Context: an optimization exercise on an open-source flow, tuned for small area, a short achievable clock period and few clock cycles per item. The choices shown serve that exercise and are no tape-out recipe.
Only simulation tests tie the RTL to the original design; equivalence was not proved.

==> flow/design.v (outline; a module is shown in full before it is edited, if it fits) <==
// module bcu_muldiv: 33 lines
// module bcu_mulcsa: 3818 lines
// module bcu_kummer: 3157 lines
// module binomial_coefficient_unit: 329 lines
module binomial_coefficient_unit (
  input  logic                            clk_i,
  input  logic                            rst_ni,
  input  logic                            req_valid_i,
  output logic                            req_ready_o,
  input  logic [bcu_pkg::ArgWidth-1:0]    req_total_n_i,
  input  logic [bcu_pkg::ArgWidth-1:0]    req_choose_k_i,
  output logic                            rsp_valid_o,
  input  logic                            rsp_ready_i,
  output logic [bcu_pkg::CoefWidth-1:0]   rsp_coefficient_o,
  output logic [bcu_pkg::StatusWidth-1:0] rsp_status_o
);
  // ...
==> flow/run.sh <==
#!/bin/bash
# synth_recipe.tcl (not shown) runs the flow's synth.tcl, then flattens the netlist and writes it again
# the make line also repeats each setting of config.mk as NAME=value (left out here)
make -C /OpenROAD-flow-scripts/flow DESIGN_CONFIG=/design/flow/config.mk WORK_HOME=/design/flow/orfs CLKGATE_MAP_FILE= SYNTH_SCRIPT=/design/flow/synth_recipe.tcl finish
==> flow/config.mk <==
export PLATFORM = sky130hd
export DESIGN_NAME = binomial_coefficient_unit
export DESIGN_NICKNAME = binomial_coefficient_unit
export VERILOG_FILES = /design/flow/design.v
export SDC_FILE = /design/flow/constraint.sdc
export NUM_CORES = 4
export LEC_CHECK = 0
export ABC_AREA = 1
export CAP_MARGIN = 20
export CORE_MARGIN = 2
export CORE_UTILIZATION = 40
export SLEW_MARGIN = 20
==> flow/constraint.sdc <==
create_clock -name core_clock -period 7.0 [get_ports {clk_i}]
set_input_delay 1.4000 -clock core_clock [delete_from_list [all_inputs] [get_ports {clk_i}]]
set_output_delay 1.4000 -clock core_clock [all_outputs]
set_load 0.01 [all_outputs]
==> impl_metrics.env, run 1 <==
export IMPL_cp_slowest_cell="edfxtp_1"
export IMPL_final_hold_violation_count=0
export IMPL_largest_reg_flops=64
export IMPL_ys_top_cells_by_area="ha_1, nand2_1, fa_1"
export IMPL_drive_gt1_share_pct=6.68
export IMPL_hold_slack_ns=0.623
export IMPL_grt_use_met1_pct=38.2
export IMPL_synthArstFlopShare_pct=1.40
export IMPL_synth_cell_types=73
export IMPL_buffer_area_share_pct=6.35
export IMPL_synthXorXnorAreaFrac_pct=2.97
export IMPL_routed_top_layer="met5"
export IMPL_final_nets=6363
export IMPL_post_cts_setup_buffer_count=0
export IMPL_start_util_pct=40.2
export IMPL_gp_congestion=0.997
export IMPL_holdPathStages=4
export IMPL_buffers=289
export IMPL_taps=1165
export IMPL_cp_common_cell="nand2_1"
export IMPL_synth_largest_area_cell="ha_1"
export IMPL_dr_pass1_iters=6
export IMPL_synth_top_area_share_pct=14.3
export IMPL_boundaryPins=88
export IMPL_cts_root_buf="clkbuf_16"
export IMPL_ctsHoldBuffers=0
export IMPL_outcome="complete, no violations"
export IMPL_cp_top_family="adder cells"
export IMPL_final_common_cell="nand2_1"
export IMPL_drtIter0Drc=3804
export IMPL_setup_violations=0
export IMPL_dieArea_sq_um=90900
export IMPL_synth_yosys_warnings=7
export IMPL_path_buf_inv=7
Testbench counts, summed over its fixed seeds: cycles 6,069, requests 1,280.
==> module binomial_coefficient_unit, before the edit <==
module binomial_coefficient_unit (
  input  logic                            clk_i,
  input  logic                            rst_ni,
  input  logic                            req_valid_i,
  output logic                            req_ready_o,
  input  logic [bcu_pkg::ArgWidth-1:0]    req_total_n_i,
  input  logic [bcu_pkg::ArgWidth-1:0]    req_choose_k_i,
  output logic                            rsp_valid_o,
  input  logic                            rsp_ready_i,
  output logic [bcu_pkg::CoefWidth-1:0]   rsp_coefficient_o,
  output logic [bcu_pkg::StatusWidth-1:0] rsp_status_o
);
  typedef enum logic [1:0] {
    StIdle  = 2'd0,
    StFirst = 2'd1,
    StMul   = 2'd2,
    StResp  = 2'd3
  } state_e;
  state_e                         state_q, state_d;
  logic [7:0]                     n_q, n_d;       
  logic [5:0]                     k_q, k_d;       
  logic [7:0]                     lo_q, lo_d;     
  logic [7:0]                     x_q, x_d;       
  logic [2:0]                     e3_q, e3_d;     
  logic [1:0]                     e5_q, e5_d;     
  logic [1:0]                     e7_q, e7_d;
  logic [1:0]                     e11_q, e11_d;
  logic [1:0]                     e13_q, e13_d;
  logic [9:0]                     pm_q, pm_d;     
  logic [7:0]                     f_q, f_d;       
  logic [7:0]                     nb_q, nb_d;     
  logic [7:0]                     nblg_q, nblg_d;  
  logic [bcu_pkg::CoefWidth-1:0]  coef_q, coef_d;
  bcu_pkg::status_e               status_q, status_d;
  logic       take;
  logic [7:0] rq_n, rq_k, rq_nk, rq_kp, rq_lo;
  logic       rq_range, rq_ovf, rq_k0, rq_k1;
  assign req_ready_o = (state_q == StIdle) || ((state_q == StResp) && rsp_ready_i);
  assign take        = req_valid_i && req_ready_o;
  logic [7:0] rq_maxk;
  logic       rq_kle;           
  always_comb begin
    rq_n     = req_total_n_i;
    rq_k     = req_choose_k_i;
    rq_nk    = rq_n - rq_k;
    rq_range = rq_k > rq_n;
    rq_kle   = rq_k <= rq_nk;
    rq_kp    = rq_kle ? rq_k : rq_nk;
    rq_lo    = rq_kle ? rq_nk : rq_k;
    rq_maxk  = bcu_pkg::max_k(rq_n);
    rq_ovf   = (rq_k > rq_maxk) && (rq_nk > rq_maxk);
    rq_k0    = (rq_k == 8'd0) || (rq_nk == 8'd0);
    rq_k1    = (rq_k == 8'd1) || (rq_nk == 8'd1);
  end
  logic [4:0] kf3, kfhi;
  logic [2:0] kf5;
  logic [1:0] kf7, kf11, kf13;
  bcu_kummer u_kummer (
    .n_i  (n_q),
    .k_i  (k_q),
    .f3_o (kf3),
    .f5_o (kf5),
    .f7_o (kf7),
    .f11_o(kf11),
    .f13_o(kf13),
    .fhi_o(kfhi)
  );
  function automatic logic [9:0] pend_of(input logic [4:0] f3, input logic [2:0] f5,
                                         input logic [1:0] f7, input logic [1:0] f11,
                                         input logic [1:0] f13, input logic [4:0] fhi);
    pend_of = {fhi, (f13 != '0), (f11 != '0), (f7 != '0), (f5 != '0), (f3 != '0)};
  endfunction
  function automatic logic [2:0] cnt5(input logic [4:0] f);
    cnt5 = '0;
    for (int i = 0; i < 5; i++) cnt5 = cnt5 + 3'(f[i]);
  endfunction
  function automatic logic [1:0] cnt3(input logic [2:0] f);
    cnt3 = 2'(f[0]) + 2'(f[1]) + 2'(f[2]);
  endfunction
  function automatic logic [7:0] pval_of(input logic [9:0] sel, input logic [2:0] e3,
                                         input logic [1:0] e5, input logic [1:0] e7,
                                         input logic [1:0] e11, input logic [1:0] e13);
    logic [7:0] v [10];
    case (e3)
      3'd1: v[0] = 8'd3;
      3'd2: v[0] = 8'd9;
      3'd3: v[0] = 8'd27;
      3'd4: v[0] = 8'd81;
      default: v[0] = 8'd243;
    endcase
    case (e5)
      2'd1: v[1] = 8'd5;
      2'd2: v[1] = 8'd25;
      default: v[1] = 8'd125;
    endcase
    v[2] = (e7 == 2'd1) ? 8'd7 : 8'd49;
    v[3] = (e11 == 2'd1) ? 8'd11 : 8'd121;
    v[4] = (e13 == 2'd1) ? 8'd13 : 8'd169;
    v[5] = 8'd17;
    v[6] = 8'd19;
    v[7] = 8'd23;
    v[8] = 8'd29;
    v[9] = 8'd31;
    pval_of = '0;
    for (int i = 0; i < 10; i++) begin
      pval_of = pval_of | (sel[i] ? v[i] : 8'd0);
    end
  endfunction
  function automatic logic [7:0] lg_of(input logic [9:0] sel, input logic [2:0] e3,
                                       input logic [1:0] e5, input logic [1:0] e7,
                                       input logic [1:0] e11, input logic [1:0] e13);
    logic [7:0] v [10];
    case (e3)
      3'd1: v[0] = 8'd25;
      3'd2: v[0] = 8'd51;
      3'd3: v[0] = 8'd76;
      3'd4: v[0] = 8'd101;
      default: v[0] = 8'd127;
    endcase
    case (e5)
      2'd1: v[1] = 8'd37;
      2'd2: v[1] = 8'd74;
      default: v[1] = 8'd111;
    endcase
    v[2] = (e7 == 2'd1) ? 8'd45 : 8'd90;
    v[3] = (e11 == 2'd1) ? 8'd55 : 8'd111;
    v[4] = (e13 == 2'd1) ? 8'd59 : 8'd118;
    v[5] = 8'd65;
    v[6] = 8'd68;
    v[7] = 8'd72;
    v[8] = 8'd78;
    v[9] = 8'd79;
    lg_of = '0;
    for (int i = 0; i < 10; i++) begin
      lg_of = lg_of | (sel[i] ? v[i] : 8'd0);
    end
  endfunction
  logic [9:0] kpend, ksel;
  logic [7:0] kval;
  logic [2:0] e2;
  function automatic logic [2:0] ones8(input logic [7:0] a);
    ones8 = '0;
    for (int i = 0; i < 8; i++) ones8 = ones8 + 3'(a[i]);
  endfunction
  assign e2 = ones8(n_q ^ 8'(k_q) ^ lo_q);
  logic [2:0] ke3;
  logic [1:0] ke5, ke7, ke11, ke13;
  always_comb begin
    ke3   = cnt5(kf3);
    ke5   = cnt3(kf5);
    ke7   = 2'(kf7[0]) + 2'(kf7[1]);
    ke11  = 2'(kf11[0]) + 2'(kf11[1]);
    ke13  = 2'(kf13[0]) + 2'(kf13[1]);
    kpend = pend_of(kf3, kf5, kf7, kf11, kf13, kfhi);
    ksel  = '0;
    for (int i = 0; i < 10; i++) begin
      if (kpend[i]) ksel = 10'd1 << i;
    end
    kval  = pval_of(ksel, ke3, ke5, ke7, ke11, ke13);
  end
  logic       gen_on;
  logic [7:0] tab_in, tab_m, tab_p;
  logic       tab_hit;
  assign gen_on = (state_q == StFirst) || (state_q == StMul);
  always_comb begin
    tab_in = gen_on ? x_q : rq_n;
    tab_m  = bcu_pkg::big_term(tab_in);
    tab_p  = bcu_pkg::big_prime(tab_m);
    if (gen_on) begin
      tab_hit = tab_m > lo_q;
    end else begin
      tab_hit = (tab_m > rq_k) && (tab_m > rq_nk);
    end
  end
  logic [9:0]  selb, selt;      
  logic [7:0]  vb, vt, lgb, lgt, other, lgo;
  logic        have_big, have1, have2, fits;
  logic [8:0]  lgsum;
  logic [7:0]  pair;
  logic        gen_any;
  logic [7:0]  gen_f;
  logic [9:0]  gen_clr;         
  logic        gen_big;         
  always_comb begin
    for (int i = 0; i < 10; i++) begin
      selb[i] = pm_q[i] && ((pm_q & ((10'd1 << i) - 10'd1)) == '0);
      selt[i] = pm_q[i] && ((pm_q & ~((10'd2 << i) - 10'd1)) == '0);
    end
    have1    = (pm_q != '0);
    have2    = ((pm_q & ~selb) != '0);
    have_big = (nb_q != '0);
    vb    = pval_of(selb, e3_q, e5_q, e7_q, e11_q, e13_q);
    vt    = pval_of(selt, e3_q, e5_q, e7_q, e11_q, e13_q);
    lgb   = lg_of(selb, e3_q, e5_q, e7_q, e11_q, e13_q);
    lgt   = lg_of(selt, e3_q, e5_q, e7_q, e11_q, e13_q);
    other = have2 ? vt : nb_q;
    lgo   = have2 ? lgt : nblg_q;
    lgsum = 9'(lgb) + 9'(lgo);
    fits  = (lgsum <= 9'd127) && (have2 || have_big);
    pair  = vb * other;
    gen_any = have1 || have_big;
    gen_clr = '0;
    gen_big = 1'b0;
    if (have1) begin
      gen_clr = selb;
      if (fits) begin
        gen_f = pair;
        if (have2) begin
          gen_clr = selb | selt;
        end else begin
          gen_big = 1'b1;
        end
      end else begin
        gen_f = vb;
      end
    end else begin
      gen_f   = nb_q;
      gen_big = have_big;
    end
  end
  logic [bcu_pkg::CoefWidth-1:0] prod;
  bcu_muldiv u_muldiv (
    .value_i(coef_q),
    .mul_i  (f_q),
    .prod_o (prod)
  );
  always_comb begin
    state_d  = state_q;
    n_d      = n_q;
    k_d      = k_q;
    lo_d     = lo_q;
    x_d      = x_q;
    e3_d     = e3_q;
    e5_d     = e5_q;
    e7_d     = e7_q;
    e11_d    = e11_q;
    e13_d    = e13_q;
    pm_d     = pm_q;
    f_d      = f_q;
    nb_d     = nb_q;
    nblg_d   = nblg_q;
    coef_d   = coef_q;
    status_d = status_q;
    case (state_q)
      StFirst: begin
        coef_d = bcu_pkg::CoefWidth'(f_q) << e2;
        e3_d   = ke3;
        e5_d   = ke5;
        e7_d   = ke7;
        e11_d  = ke11;
        e13_d  = ke13;
        pm_d   = kpend & ~ksel;
        nb_d   = tab_hit ? tab_p : 8'd0;
        nblg_d = bcu_pkg::big_lg(tab_p);
        x_d    = tab_hit ? (tab_m - 8'd1) : 8'd0;
        f_d    = (kpend != '0) ? kval : 8'd1;
        state_d = ((kpend != '0) || tab_hit) ? StMul : StResp;
      end
      StMul: begin
        coef_d = prod;
        f_d    = gen_f;
        pm_d   = pm_q & ~gen_clr;
        if (gen_big) begin
          nb_d   = tab_hit ? tab_p : 8'd0;
          nblg_d = bcu_pkg::big_lg(tab_p);
          x_d    = tab_hit ? (tab_m - 8'd1) : 8'd0;
        end
        state_d = gen_any ? StMul : StResp;
      end
      StResp: begin
        if (rsp_ready_i) begin
          state_d = StIdle;
        end
      end
      default: ;
    endcase
    if (take) begin
      n_d     = rq_n;
      k_d     = rq_kp[5:0];
      lo_d    = rq_lo;
      x_d     = tab_hit ? (tab_m - 8'd1) : 8'd0;
      f_d     = tab_hit ? tab_p : 8'd1;
      state_d = StResp;
      if (rq_range) begin
        status_d = bcu_pkg::StRange;
        coef_d   = '0;
      end else if (rq_ovf) begin
        status_d = bcu_pkg::StOverflow;
        coef_d   = '0;
      end else begin
        status_d = bcu_pkg::StOk;
        if (rq_k0) begin
          coef_d = bcu_pkg::CoefWidth'(1);
        end else if (rq_k1) begin
          coef_d = bcu_pkg::CoefWidth'(rq_n);
        end else begin
          state_d = StFirst;
        end
      end
    end
  end
  always_ff @(posedge clk_i or negedge rst_ni) begin
    if (!rst_ni) begin
      state_q <= StIdle;
    end else begin
      state_q <= state_d;
    end
  end
  always_ff @(posedge clk_i) begin
    n_q      <= n_d;
    k_q      <= k_d;
    lo_q     <= lo_d;
    x_q      <= x_d;
    e3_q     <= e3_d;
    e5_q     <= e5_d;
    e7_q     <= e7_d;
    e11_q    <= e11_d;
    e13_q    <= e13_d;
    pm_q     <= pm_d;
    f_q      <= f_d;
    nb_q     <= nb_d;
    nblg_q   <= nblg_d;
    coef_q   <= coef_d;
    status_q <= status_d;
  end
  assign rsp_valid_o       = (state_q == StResp);
  assign rsp_coefficient_o = coef_q;
  assign rsp_status_o      = status_q;
endmodule
==> run 2: changes to the inputs <==
--- a/flow/design.v
+++ b/flow/design.v
@@ -7624,9 +7624,11 @@
   output logic [bcu_pkg::StatusWidth-1:0] rsp_status_o
 );
-  typedef enum logic [1:0] {
-    StIdle  = 2'd0,
-    StFirst = 2'd1,
-    StMul   = 2'd2,
-    StResp  = 2'd3
+  typedef enum logic [2:0] {
+    StIdle  = 3'd0,
+    StFirst = 3'd1,    
+    StMul   = 3'd2,    
+    StResp  = 3'd3,    
+    StRespF = 3'd4,    
+    StRespT = 3'd5     
   } state_e;
   state_e                         state_q, state_d;
@@ -7645,9 +7647,12 @@
   logic [7:0]                     nblg_q, nblg_d;  
   logic [bcu_pkg::CoefWidth-1:0]  coef_q, coef_d;
+  logic [1:0]                     tk_q, tk_d;     
   bcu_pkg::status_e               status_q, status_d;
   logic       take;
   logic [7:0] rq_n, rq_k, rq_nk, rq_kp, rq_lo;
   logic       rq_range, rq_ovf, rq_k0, rq_k1;
-  assign req_ready_o = (state_q == StIdle) || ((state_q == StResp) && rsp_ready_i);
+  logic       last_mul;
+  assign req_ready_o = (state_q == StIdle) || ((state_q == StResp) && rsp_ready_i) ||
+                       last_mul;
   assign take        = req_valid_i && req_ready_o;
   logic [7:0] rq_maxk;
@@ -7775,5 +7780,7 @@
   logic [7:0] tab_in, tab_m, tab_p;
   logic       tab_hit;
-  assign gen_on = (state_q == StFirst) || (state_q == StMul);
+  assign gen_on   = (state_q == StFirst) || (state_q == StRespF) ||
+                    ((state_q == StMul) && gen_any);
+  assign last_mul = (state_q == StMul) && !gen_any;
   always_comb begin
     tab_in = gen_on ? x_q : rq_n;
@@ -7838,4 +7845,5 @@
     .prod_o (prod)
   );
+  logic first;
   always_comb begin
     state_d  = state_q;
@@ -7855,19 +7863,22 @@
     coef_d   = coef_q;
     status_d = status_q;
+    tk_d     = tk_q;
+    first    = (state_q == StFirst) || ((state_q == StRespF) && rsp_ready_i);
+    if (first) begin
+      coef_d   = bcu_pkg::CoefWidth'(f_q) << e2;
+      status_d = bcu_pkg::StOk;
+      e3_d     = ke3;
+      e5_d     = ke5;
+      e7_d     = ke7;
+      e11_d    = ke11;
+      e13_d    = ke13;
+      pm_d     = kpend & ~ksel;
+      nb_d     = tab_hit ? tab_p : 8'd0;
+      nblg_d   = bcu_pkg::big_lg(tab_p);
+      x_d      = tab_hit ? (tab_m - 8'd1) : 8'd0;
+      f_d      = (kpend != '0) ? kval : 8'd1;
+      state_d  = ((kpend != '0) || tab_hit) ? StMul : StResp;
+    end
     case (state_q)
-      StFirst: begin
-        coef_d = bcu_pkg::CoefWidth'(f_q) << e2;
-        e3_d   = ke3;
-        e5_d   = ke5;
-        e7_d   = ke7;
-        e11_d  = ke11;
-        e13_d  = ke13;
-        pm_d   = kpend & ~ksel;
-        nb_d   = tab_hit ? tab_p : 8'd0;
-        nblg_d = bcu_pkg::big_lg(tab_p);
-        x_d    = tab_hit ? (tab_m - 8'd1) : 8'd0;
-        f_d    = (kpend != '0) ? kval : 8'd1;
-        state_d = ((kpend != '0) || tab_hit) ? StMul : StResp;
-      end
       StMul: begin
         coef_d = prod;
@@ -7886,4 +7897,27 @@
         end
       end
+      StRespT: begin
+        if (rsp_ready_i) begin
+          state_d = StResp;
+          case (tk_q)
+            2'd0: begin
+              status_d = bcu_pkg::StRange;
+              coef_d   = '0;
+            end
+            2'd1: begin
+              status_d = bcu_pkg::StOverflow;
+              coef_d   = '0;
+            end
+            2'd2: begin
+              status_d = bcu_pkg::StOk;
+              coef_d   = bcu_pkg::CoefWidth'(1);
+            end
+            default: begin
+              status_d = bcu_pkg::StOk;
+              coef_d   = bcu_pkg::CoefWidth'(n_q);
+            end
+          endcase
+        end
+      end
       default: ;
     endcase
@@ -7894,19 +7928,32 @@
       x_d     = tab_hit ? (tab_m - 8'd1) : 8'd0;
       f_d     = tab_hit ? tab_p : 8'd1;
-      state_d = StResp;
       if (rq_range) begin
-        status_d = bcu_pkg::StRange;
-        coef_d   = '0;
+        tk_d = 2'd0;
       end else if (rq_ovf) begin
-        status_d = bcu_pkg::StOverflow;
-        coef_d   = '0;
+        tk_d = 2'd1;
+      end else if (rq_k0) begin
+        tk_d = 2'd2;
+      end else begin
+        tk_d = 2'd3;
+      end
+      if (last_mul) begin
+        state_d = (rq_range || rq_ovf || rq_k0 || rq_k1) ? StRespT : StRespF;
       end else begin
-        status_d = bcu_pkg::StOk;
-        if (rq_k0) begin
-          coef_d = bcu_pkg::CoefWidth'(1);
-        end else if (rq_k1) begin
-          coef_d = bcu_pkg::CoefWidth'(rq_n);
+        state_d = StResp;
+        if (rq_range) begin
+          status_d = bcu_pkg::StRange;
+          coef_d   = '0;
+        end else if (rq_ovf) begin
+          status_d = bcu_pkg::StOverflow;
+          coef_d   = '0;
         end else begin
-          state_d = StFirst;
+          status_d = bcu_pkg::StOk;
+          if (rq_k0) begin
+            coef_d = bcu_pkg::CoefWidth'(1);
+          end else if (rq_k1) begin
+            coef_d = bcu_pkg::CoefWidth'(rq_n);
+          end else begin
+            state_d = StFirst;
+          end
         end
       end
@@ -7935,7 +7982,9 @@
     nblg_q   <= nblg_d;
     coef_q   <= coef_d;
+    tk_q     <= tk_d;
     status_q <= status_d;
   end
-  assign rsp_valid_o       = (state_q == StResp);
+  assign rsp_valid_o       = (state_q == StResp) || (state_q == StRespF) ||
+                             (state_q == StRespT);
   assign rsp_coefficient_o = coef_q;
   assign rsp_status_o      = status_q;
--- a/flow/config.mk
+++ b/flow/config.mk
@@ -10,3 +10,4 @@
 export CORE_MARGIN = 2
 export CORE_UTILIZATION = 40
+export SETUP_SLACK_MARGIN = 0.8
 export SLEW_MARGIN = 20
==> impl_metrics.env, run 2 <==
export IMPL_synth_top_area_share_pct=14.1
export IMPL_holdPathStages=2
export IMPL_fin_area_sq_um=42200
export IMPL_placed_cell_area_sq_um=38800
export IMPL_grt_pass1_vias=37500
export IMPL_synth_cell_types=75
export IMPL_regMostFlops="coef_q"
export IMPL_drv_slew=0
export IMPL_drc_errors=0
export IMPL_cap_viol_max_count=0
export IMPL_min_to="nblg_q[2]"
export IMPL_boundaryPins=88
export IMPL_synth_largest_area_cell="nand2_1"
export IMPL_dieArea_sq_um=92900
export IMPL_final_util_pct=47.0
export IMPL_hold_slack_ns=0.470
export IMPL_drive_gt1_share_pct=12.6
export IMPL_cp_slowest_cell="fa_1"
export IMPL_slowest_delay_ns=0.51
export IMPL_cts_buffers=17
export IMPL_tightest_slew_ns=1.02
export IMPL_met1Wirelength_um=59000
export IMPL_overflow=0
export IMPL_final_common_cell="nand2_1"
export IMPL_routed_top_layer="met4"
export IMPL_cp_required_ns=7.36
export IMPL_outcome="complete, no violations"
export IMPL_synthArstFlopShare_pct=2.05
export IMPL_cts_tree="yes"
export IMPL_start_util_pct=40.3
export IMPL_grt_max_degree=80
export IMPL_synth_ff_type="dfxtp_1"
export IMPL_wl_met2_um=61900
export IMPL_hp_class="reg2reg"
export IMPL_cts_sinks=146
export IMPL_worstPathMaxFanout=5
export IMPL_clk_latency_ns=0.51
export IMPL_synthCells=5864
export IMPL_netlist_area_sq_um=36200
export IMPL_clk_pin_slew_ns=0.08
export IMPL_gp_congestion=0.975
export IMPL_dr_pass1_iters=6
export IMPL_final_nets=6637
export IMPL_ctsHoldBuffers=0
export IMPL_finalCriticalPeriod_ns=6.49
export IMPL_die_h_um=305
export IMPL_diodes=0
export IMPL_slew_headroom_pct=32.2
export IMPL_drtIter0Drc=3329
export IMPL_grt_first_pass_wirelength_um=209000
export IMPL_r2r_start="n_q[7]"
export IMPL_reg_top3="coef_q: 64 flops, pm_q: 10 flops"
export IMPL_wl_per_cell_um=18.8
export IMPL_setup_violations=0
export IMPL_largest_reg_flops=64
export IMPL_synth_yosys_warnings=7
export IMPL_fin_tns_setup_ns=0
export IMPL_route_antenna_remaining_nets=0
export IMPL_routed_via_density=5.60
export IMPL_r2r_slack_ns=0.51
export IMPL_num_rows=110
export IMPL_worst_r2r_path_depth=42
export IMPL_synth_edff_count=53
export IMPL_synth_nets=6483
export IMPL_avgSynthCellArea_sq_um=6.17
export IMPL_ys_top_cells_by_area="nand2_1, ha_1, fa_1"
export IMPL_track_usage_pct=28.0
export IMPL_rsz0062_at_grt="true"
export IMPL_cp_start_kind="flop"
export IMPL_ys_ff_latch=146
export IMPL_syn2layout_area_growth_pct=16.6
export IMPL_floorplan_core_area_sq_um=89900
export IMPL_r2r_end="f_q[4]"
export IMPL_final_cell_mix="nand2_1, inv_1, nor2_1"
export IMPL_synth_most_common_cell="nand2_1"
export IMPL_min_from="nblg_q[2]"
export IMPL_end_kind="flop"
export IMPL_antenna_found_initial=0
export IMPL_worst_clock_skew_ns=0.0164
export IMPL_synth_common_cells="nand2_1, inv_1, nor2_1, o21ai_0, ha_1"
export IMPL_cts_root_buf="clkbuf_16"
export IMPL_cts_buffer_depth=2
export IMPL_seq_area_frac_synth_pct=9.58
export IMPL_fillers=9457
export IMPL_arrival_ns=6.85
export IMPL_final_hold_violation_count=0
export IMPL_die_x_um=305
export IMPL_io_buffers=87
export IMPL_dp_hpwl_um=103000
export IMPL_wirelength_um=135000
export IMPL_max_clock_freq_ghz=0.154
export IMPL_route_met3_wl_um=10000
export IMPL_finalCritPeriodShare_pct=92.7
export IMPL_htreeDepth=4
export IMPL_vias=40400
export IMPL_crit_type="reg2reg"
## run 2: cells by family (layout without fill, tap and decap cells)
group	after synthesis	count (layout)	synth area share (%)
AOI/OAI and AO/OA	1290	1290	20.5
DFF	146	146	9.58
adders and majority gates	605	605	25.0
muxes	1	1	0.0277
and+or+nand+nor	2538	2538	29.4
xor gates and xnor gates	132	132	3.19
buffers and inverters	1152	1319	12.3
## run 2: worst max-delay path by stage
| stage | startpoint | to | slack, ns | cells past startpoint |
|---|---|---|---|---|
| 2_1_floorplan | n_q[7] | f_q[4] | 0.80 | 41 |
| 3_3_place_gp | pm_q[8] | f_q[7] | 0.1 | 29 |
| 3_5_place_dp | pm_q[2] | f_q[7] | 0.12 | 30 |
| 4_1_cts | pm_q[2] | f_q[7] | 0.77 | 32 |
| 5_1_grt | n_q[7] | f_q[1] | 0.21 | 40 |
| 6_report | n_q[7] | f_q[4] | 0.51 | 42 |
## run 2: final cells by class
| cell class | count | area [sq um] | area share [%] |
|---|---|---|---|
| clock buffers | 18 | 429 | 1.02 |
| clock inverters | 14 | 174 | 0.412 |
| inverters | 893 | 3390 | 8.04 |
| multi-input cells | 4566 | 29700 | 70.3 |
| flip-flops and latches | 146 | 3470 | 8.22 |
| well taps | 1176 | 1470 | 3.49 |
| repair buffers | 394 | 3600 | 8.52 |
## run 2: metal layers
layer / track usage (%) / vias up
met3: 2.96 / 277
met4: 8.43 / 0
met1: 38.4 / 18800
li1: - / 19600
met2: 46.1 / 1662
met5: 0 / -
## run 2: metrics by stage
stage	cells	setup slack, ns
2_1_floorplan	5864	0.795
3_3_place_gp	7034	0.0966
3_5_place_dp	7034	0.118
4_1_cts	7133	0.771
5_1_grt	7207	0.212
6_report	7207	0.512
## run 2: what timing repair did
action	4_1_cts	5_1_grt
pin swaps	46	95
gates resized for setup	140	299
buffers inserted	67	69
endpoints found under the setup margin	38	57
gates cloned	0	5
## run 2: worst max-delay path, delay by kind of cell, from the launching register on
kind,cells,cell delay [ns]
buffers and inverters,8,0.72
AOI/OAI and AO/OA,6,0.91
xor gates and xnor gates,2,0.31
and+or+nand+nor,17,1.63
DFF,1,0.49
adders and majority gates,9,2.26
Testbench counts of run 2, summed over its fixed seeds: cycles 5,631, requests 1,280.
==> run 3: changes to the inputs <==
--- a/flow/config.mk
+++ b/flow/config.mk
@@ -9,5 +9,6 @@
 export CAP_MARGIN = 20
 export CORE_MARGIN = 2
-export CORE_UTILIZATION = 40
+export CORE_UTILIZATION = 55
+export PLACE_DENSITY = 0.7
 export SETUP_SLACK_MARGIN = 0.8
 export SLEW_MARGIN = 20
==> impl_metrics.env, run 3 <==
export IMPL_outcome="complete, no violations"
export IMPL_setup_ws_ns=0.478
export IMPL_dp_cells=6732
export IMPL_final_util_pct=63.3
export IMPL_worst_clock_skew_ns=0.0194
export IMPL_hold_slack_ns=0.470
export IMPL_synth_top_area_share_pct=14.1
export IMPL_track_usage_pct=37.0
export IMPL_cp_start_kind="flop"
export IMPL_wirelength_um=129000
export IMPL_synth_largest_area_cell="nand2_1"
export IMPL_regMostFlops="coef_q"
export IMPL_cap_viol_max_count=0
export IMPL_clk_latency_ns=0.50
export IMPL_synth_cell_types=75
export IMPL_clk_pin_slew_ns=0.07
export IMPL_max_clock_freq_ghz=0.153
export IMPL_syn2layout_area_growth_pct=14.5
export IMPL_reg_top3="coef_q: 64 flops, pm_q: 10 flops"
export IMPL_place_ws_ns=0.256
export IMPL_drv_slew=0
export IMPL_drive_gt1_share_pct=12.1
export IMPL_worstPathMaxFanout=7
export IMPL_cts_sinks=146
export IMPL_min_from="x_q[6]"
export IMPL_ys_top_cells_by_area="nand2_1, ha_1, fa_1"
export IMPL_setup_violations=0
export IMPL_io_buffers=87
export IMPL_overflow=0
export IMPL_grt_first_pass_wirelength_um=200000
export IMPL_slowest_delay_ns=0.64
export IMPL_stdcell_count=6893
export IMPL_cts_buffer_depth=2
export IMPL_final_cell_mix="nand2_1, inv_1, nor2_1"
export IMPL_vias=40400
export IMPL_fillers=6419
export IMPL_final_nets=6634
export IMPL_boundaryPins=88
export IMPL_arrival_ns=6.76
export IMPL_final_hold_violation_count=0
export IMPL_ys_ff_latch=146
export IMPL_wl_per_cell_um=18.8
export IMPL_grt_max_degree=62
export IMPL_drc_errors=0
export IMPL_cts_buffers=17
export IMPL_routed_via_density=5.86
export IMPL_dr_pass1_iters=6
export IMPL_avgSynthCellArea_sq_um=6.17
export IMPL_end_kind="flop"
export IMPL_cp_slowest_cell="fa_2"
export IMPL_cts_root_buf="clkbuf_16"
export IMPL_min_to="x_q[6]"
export IMPL_synth_edff_count=53
export IMPL_cp_required_ns=7.24
export IMPL_r2r_slack_ns=0.48
export IMPL_r2r_start="n_q[7]"
export IMPL_start_util_pct=55.3
export IMPL_final_common_cell="nand2_1"
export IMPL_drtIter0Drc=4564
export IMPL_crit_type="reg2reg"
export IMPL_fin_tns_setup_ns=0
export IMPL_synthCells=5864
export IMPL_holdPathStages=2
export IMPL_worst_r2r_path_depth=38
export IMPL_grt_pass1_vias=37200
export IMPL_synthArstFlopShare_pct=2.05
export IMPL_synth_yosys_warnings=7
export IMPL_largest_reg_flops=64
export IMPL_synth_common_cells="nand2_1, inv_1, nor2_1, o21ai_0, ha_1"
export IMPL_synth_ff_type="dfxtp_1"
export IMPL_fin_area_sq_um=41500
export IMPL_gp_congestion=1.02
export IMPL_antenna_found_initial=2
export IMPL_route_antenna_remaining_nets=0
export IMPL_finalCritPeriodShare_pct=93.2
export IMPL_finalCriticalPeriod_ns=6.52
export IMPL_die_h_um=261
export IMPL_hp_class="reg2reg"
export IMPL_htreeDepth=4
export IMPL_num_rows=94
export IMPL_rsz0062_at_grt="true"
export IMPL_tightest_slew_ns=0.996
export IMPL_floorplan_core_area_sq_um=65500
export IMPL_die_x_um=261
export IMPL_ctsHoldBuffers=0
export IMPL_synth_most_common_cell="nand2_1"
export IMPL_seq_area_frac_synth_pct=9.58
export IMPL_netlist_area_sq_um=36200
export IMPL_placed_cell_area_sq_um=38500
export IMPL_r2r_end="f_q[1]"
export IMPL_synth_nets=6483
export IMPL_slew_headroom_pct=33.5
export IMPL_dp_hpwl_um=99600
export IMPL_cts_tree="yes"
export IMPL_dieArea_sq_um=67900
run 3: worst max path at each step:
stage                       to     from  slack [ns]
floorplan               f_q[4]   n_q[7]        0.80
global placement        f_q[7]  pm_q[2]        0.33
detailed placement  coef_q[59]   f_q[1]        0.26
CTS                     f_q[4]   n_q[7]        0.78
global route            f_q[7]   n_q[7]        0.18
finish                  f_q[1]   n_q[7]        0.48
run 3: kinds of logic after synthesis:
kind of cell               after synthesis  share of synthesized area (%)
and+or+nand+nor                       2538                           29.4
buffers and inverters                 1152                           12.3
DFF                                    146                           9.58
adders and majority gates              605                           25.0
AOI/OAI and AO/OA                     1290                           20.5
xor gates and xnor gates               132                           3.19
muxes                                    1                         0.0277
run 3: cell type report:
type | count | area [sq um] | share of cell area (%)
diodes | 1 | 2.50 | 0.00604
clock buffers | 19 | 453 | 1.09
clock inverters | 13 | 120 | 0.290
inverters | 893 | 3400 | 8.20
multi-input cells | 4566 | 29600 | 71.3
flip-flops and latches | 146 | 3470 | 8.37
well taps | 864 | 1080 | 2.61
repair buffers | 391 | 3370 | 8.12
run 3: timing repair:
| action | CTS | global route |
|---|---|---|
| gates cloned | 0 | 3 |
| pin swaps | 48 | 114 |
| gates resized for setup | 107 | 274 |
| endpoints found under the setup margin | 44 | 59 |
| buffers inserted | 41 | 84 |
run 3: metal layers:
layer  global-route usage, %  part of all wire (%)
met3                    5.61                   8.7
met1                    48.7                    41
met4                    15.3                   3.9
met5                       0                 0.010
met2                    60.7                    46
run 3: worst max-delay path, delay by kind of cell, from the launching register on:
family	cells	cell delay [ns]
adder cells (fa/ha/maj)	9	2.47
AND/OR/NAND/NOR	14	1.56
AO/OA/AOI/OAI	9	1.15
flip-flops	1	0.54
buffers and inverters	4	0.28
XOR/XNOR	2	0.26
==> run 4: changes to the inputs <==
--- a/flow/config.mk
+++ b/flow/config.mk
@@ -9,6 +9,5 @@
 export CAP_MARGIN = 20
 export CORE_MARGIN = 2
-export CORE_UTILIZATION = 55
-export PLACE_DENSITY = 0.7
-export SETUP_SLACK_MARGIN = 0.8
+export CORE_UTILIZATION = 40
+export SETUP_SLACK_MARGIN = 1.1
 export SLEW_MARGIN = 20
==> impl_metrics.env, run 4 <==
export IMPL_tightest_slew_ns=0.942
export IMPL_cts_buffers=17
export IMPL_cts_sinks=146
export IMPL_vias=40700
export IMPL_crit_path_end="f_q[7]"
export IMPL_track_usage_pct=28.1
export IMPL_fin_tns_setup_ns=0
export IMPL_outcome="complete, no violations"
export IMPL_syn2layout_area_growth_pct=21.2
export IMPL_final_cell_mix="nand2_1, inv_1, nor2_1"
export IMPL_final_nets=6713
export IMPL_cts_buffer_depth=2
export IMPL_cts_root_buf="clkbuf_16"
export IMPL_slew_headroom_pct=36.5
export IMPL_synthArstFlopShare_pct=2.05
export IMPL_cp_start_kind="flop"
export IMPL_cts_tree="yes"
export IMPL_synth_nets=6483
export IMPL_critical_path_startpoint="e3_q[2]"
export IMPL_grt_pass1_vias=38100
export IMPL_drc_errors=0
export IMPL_reg_top3="coef_q: 64 flops, pm_q: 10 flops"
export IMPL_worst_clock_skew_ns=0.0208
export IMPL_floorplan_core_area_sq_um=89900
export IMPL_stdcell_count=7284
export IMPL_io_buffers=87
export IMPL_worst_r2r_path_depth=30
export IMPL_synth_ff_type="dfxtp_1"
export IMPL_end_kind="flop"
export IMPL_num_rows=110
export IMPL_fillers=9217
export IMPL_synth_most_common_cell="nand2_1"
export IMPL_dieArea_sq_um=92900
export IMPL_regMostFlops="coef_q"
export IMPL_slowest_delay_ns=0.51
export IMPL_clk_latency_ns=0.51
export IMPL_grt_max_degree=107
export IMPL_finalCriticalPeriod_ns=6.40
export IMPL_cp_required_ns=7.25
export IMPL_htreeDepth=4
export IMPL_wl_per_cell_um=19.0
export IMPL_dp_hpwl_um=102000
export IMPL_netlist_area_sq_um=36200
export IMPL_wirelength_um=138000
export IMPL_overflow=0
export IMPL_ys_ff_latch=146
export IMPL_path_buf_inv=5
export IMPL_synth_edff_count=53
export IMPL_clk_pin_slew_ns=0.07
export IMPL_grt_first_pass_wirelength_um=210000
export IMPL_hp_class="reg2reg"
export IMPL_drtIter0Drc=3476
export IMPL_synth_common_cells="nand2_1, inv_1, nor2_1, o21ai_0, ha_1"
export IMPL_rsz0062_at_grt="true"
export IMPL_hold_slack_ns=0.472
export IMPL_synth_largest_area_cell="nand2_1"
export IMPL_die_x_um=305
export IMPL_cp_slowest_cell="fa_1"
export IMPL_gp_congestion=0.965
export IMPL_setup_violations=0
export IMPL_synth_top_area_share_pct=14.1
export IMPL_drive_gt1_share_pct=15.7
export IMPL_avgSynthCellArea_sq_um=6.17
export IMPL_cp_num_cells=30
export IMPL_dp_cells=7018
export IMPL_synth_yosys_warnings=7
export IMPL_ys_top_cells_by_area="nand2_1, ha_1, fa_1"
export IMPL_die_h_um=305
export IMPL_r2r_end="f_q[7]"
export IMPL_r2r_slack_ns=0.60
export IMPL_place_ws_ns=0.182
export IMPL_start_util_pct=40.3
export IMPL_seq_area_frac_synth_pct=9.58
export IMPL_final_hold_violation_count=0
export IMPL_setup_ws_ns=0.598
export IMPL_cp_top_family="adder cells"
export IMPL_crit_type="reg2reg"
export IMPL_cap_viol_max_count=0
export IMPL_max_clock_freq_ghz=0.156
export IMPL_ctsHoldBuffers=0
export IMPL_routed_via_density=5.59
export IMPL_antenna_found_initial=0
export IMPL_synth_cell_types=75
export IMPL_drv_slew=0
export IMPL_route_antenna_remaining_nets=0
export IMPL_final_common_cell="nand2_1"
export IMPL_arrival_ns=6.66
export IMPL_dr_pass1_iters=6
export IMPL_finalCritPeriodShare_pct=91.5
export IMPL_r2r_start="e3_q[2]"
export IMPL_boundaryPins=88
export IMPL_largest_reg_flops=64
export IMPL_synthCells=5864
export IMPL_worstPathMaxFanout=4
run 4: cell counts after synthesis:
Identical to the previous run, type by type.
run 4: routing by layer:
layer | up-vias | routed length, um | global-route usage (%)
met5 | - | 0 | 0
met1 | 19100 | 59600 | 37.9
met4 | 0 | 4970 | 9.34
li1 | 19700 | - | -
met3 | 299 | 9900 | 3.80
met2 | 1621 | 63700 | 46.1
run 4: what timing repair did:
item                                    4_1_cts  5_1_grt
pin swaps                                    78      190
buffers inserted                            110      110
gates resized for setup                     216      443
gates cloned                                  2       11
endpoints found under the setup margin       53       80
run 4: logic make-up after synthesis:
| family | count (synthesis) | share of synthesized area (%) |
|---|---|---|
| and+or+nand+nor | 2538 | 29.4 |
| AOI/OAI and AO/OA | 1290 | 20.5 |
| buffers and inverters | 1152 | 12.3 |
| adders and majority gates | 605 | 25.0 |
| DFF | 146 | 9.58 |
| xor gates and xnor gates | 132 | 3.19 |
| muxes | 1 | 0.0277 |
run 4: worst min path at each step:
| stage | slack [ns] | to | cells after the start | start |
|---|---|---|---|---|
| floorplan | 0.42 | nblg_q[4] | 2 | nblg_q[4] |
| global placement | 0.44 | x_q[7] | 2 | x_q[7] |
| detailed placement | 0.45 | x_q[6] | 2 | x_q[6] |
| CTS | 0.47 | x_q[6] | 2 | x_q[6] |
| global route | 0.50 | nblg_q[2] | 2 | nblg_q[2] |
| finish | 0.47 | nblg_q[1] | 2 | nblg_q[1] |
run 4: final cells by class:
cell class | instances | area, sq um | share of cell area [%]
diodes | 1 | 2.50 | 0.00570
clock buffers | 18 | 429 | 0.978
clock inverters | 14 | 165 | 0.376
inverters | 893 | 3400 | 7.74
multi-input cells | 4566 | 30400 | 69.4
flip-flops and latches | 146 | 3470 | 7.91
well taps | 1176 | 1470 | 3.35
repair buffers | 469 | 4500 | 10.2
repair inverters | 1 | 6.26 | 0.0143
run 4: worst register-to-register path, delay by kind of cell (launching register included):
family | cells | cell delay (ns)
AOI/OAI and AO/OA | 5 | 1.00
xor gates and xnor gates | 4 | 0.72
adders and majority gates | 5 | 2.12
buffers and inverters | 5 | 0.53
DFF | 1 | 0.44
and+or+nand+nor | 11 | 1.36
run 4: stage by stage:
stage | utilization [%] | area [sq um]
floorplan | - | 36400
global placement | 43.1 | 38800
detailed placement | 43.2 | 38800
CTS | 45.7 | 41100
global route | 48.8 | 43900
finish | 48.8 | 43900

-- port drivers added, routing unchanged --
Ports are ideal in the flow. The routed layouts listed here were re-timed in OpenROAD.
Step 1: set_driving_cell puts a clkbuf_16 on clk_i and a buf_2 on each other input, an assumption about the parent block.
Step 2 adds t to the input delays and takes it off the output delays; t is the mean of the earliest and latest rising clock arrival at the registers after step 1. Input paths then give back, and output paths get back, about the clock's delay inside the block.
a / b / c = ideal ports / drivers / drivers and shift; a / b = the first two.
| run | shift t [ns] | slack for setup (ns) | worst register clock-pin slew, ns | worst data-port slew with drivers (ns) |
|---|---|---|---|---|
| run 1 | 0.583 | 0.313 / 0.313 / 0.313 | 0.08 / 0.08 | 0.04 |
| run 2 | 0.563 | 0.512 / 0.512 / 0.512 | 0.08 / 0.08 | 0.03 |
| run 3 | 0.558 | 0.478 / 0.478 / 0.478 | 0.08 / 0.08 | 0.13 |
| run 4 | 0.564 | 0.598 / 0.598 / 0.598 | 0.08 / 0.08 | 0.03 |
After both steps setup and hold are still met in every run listed.
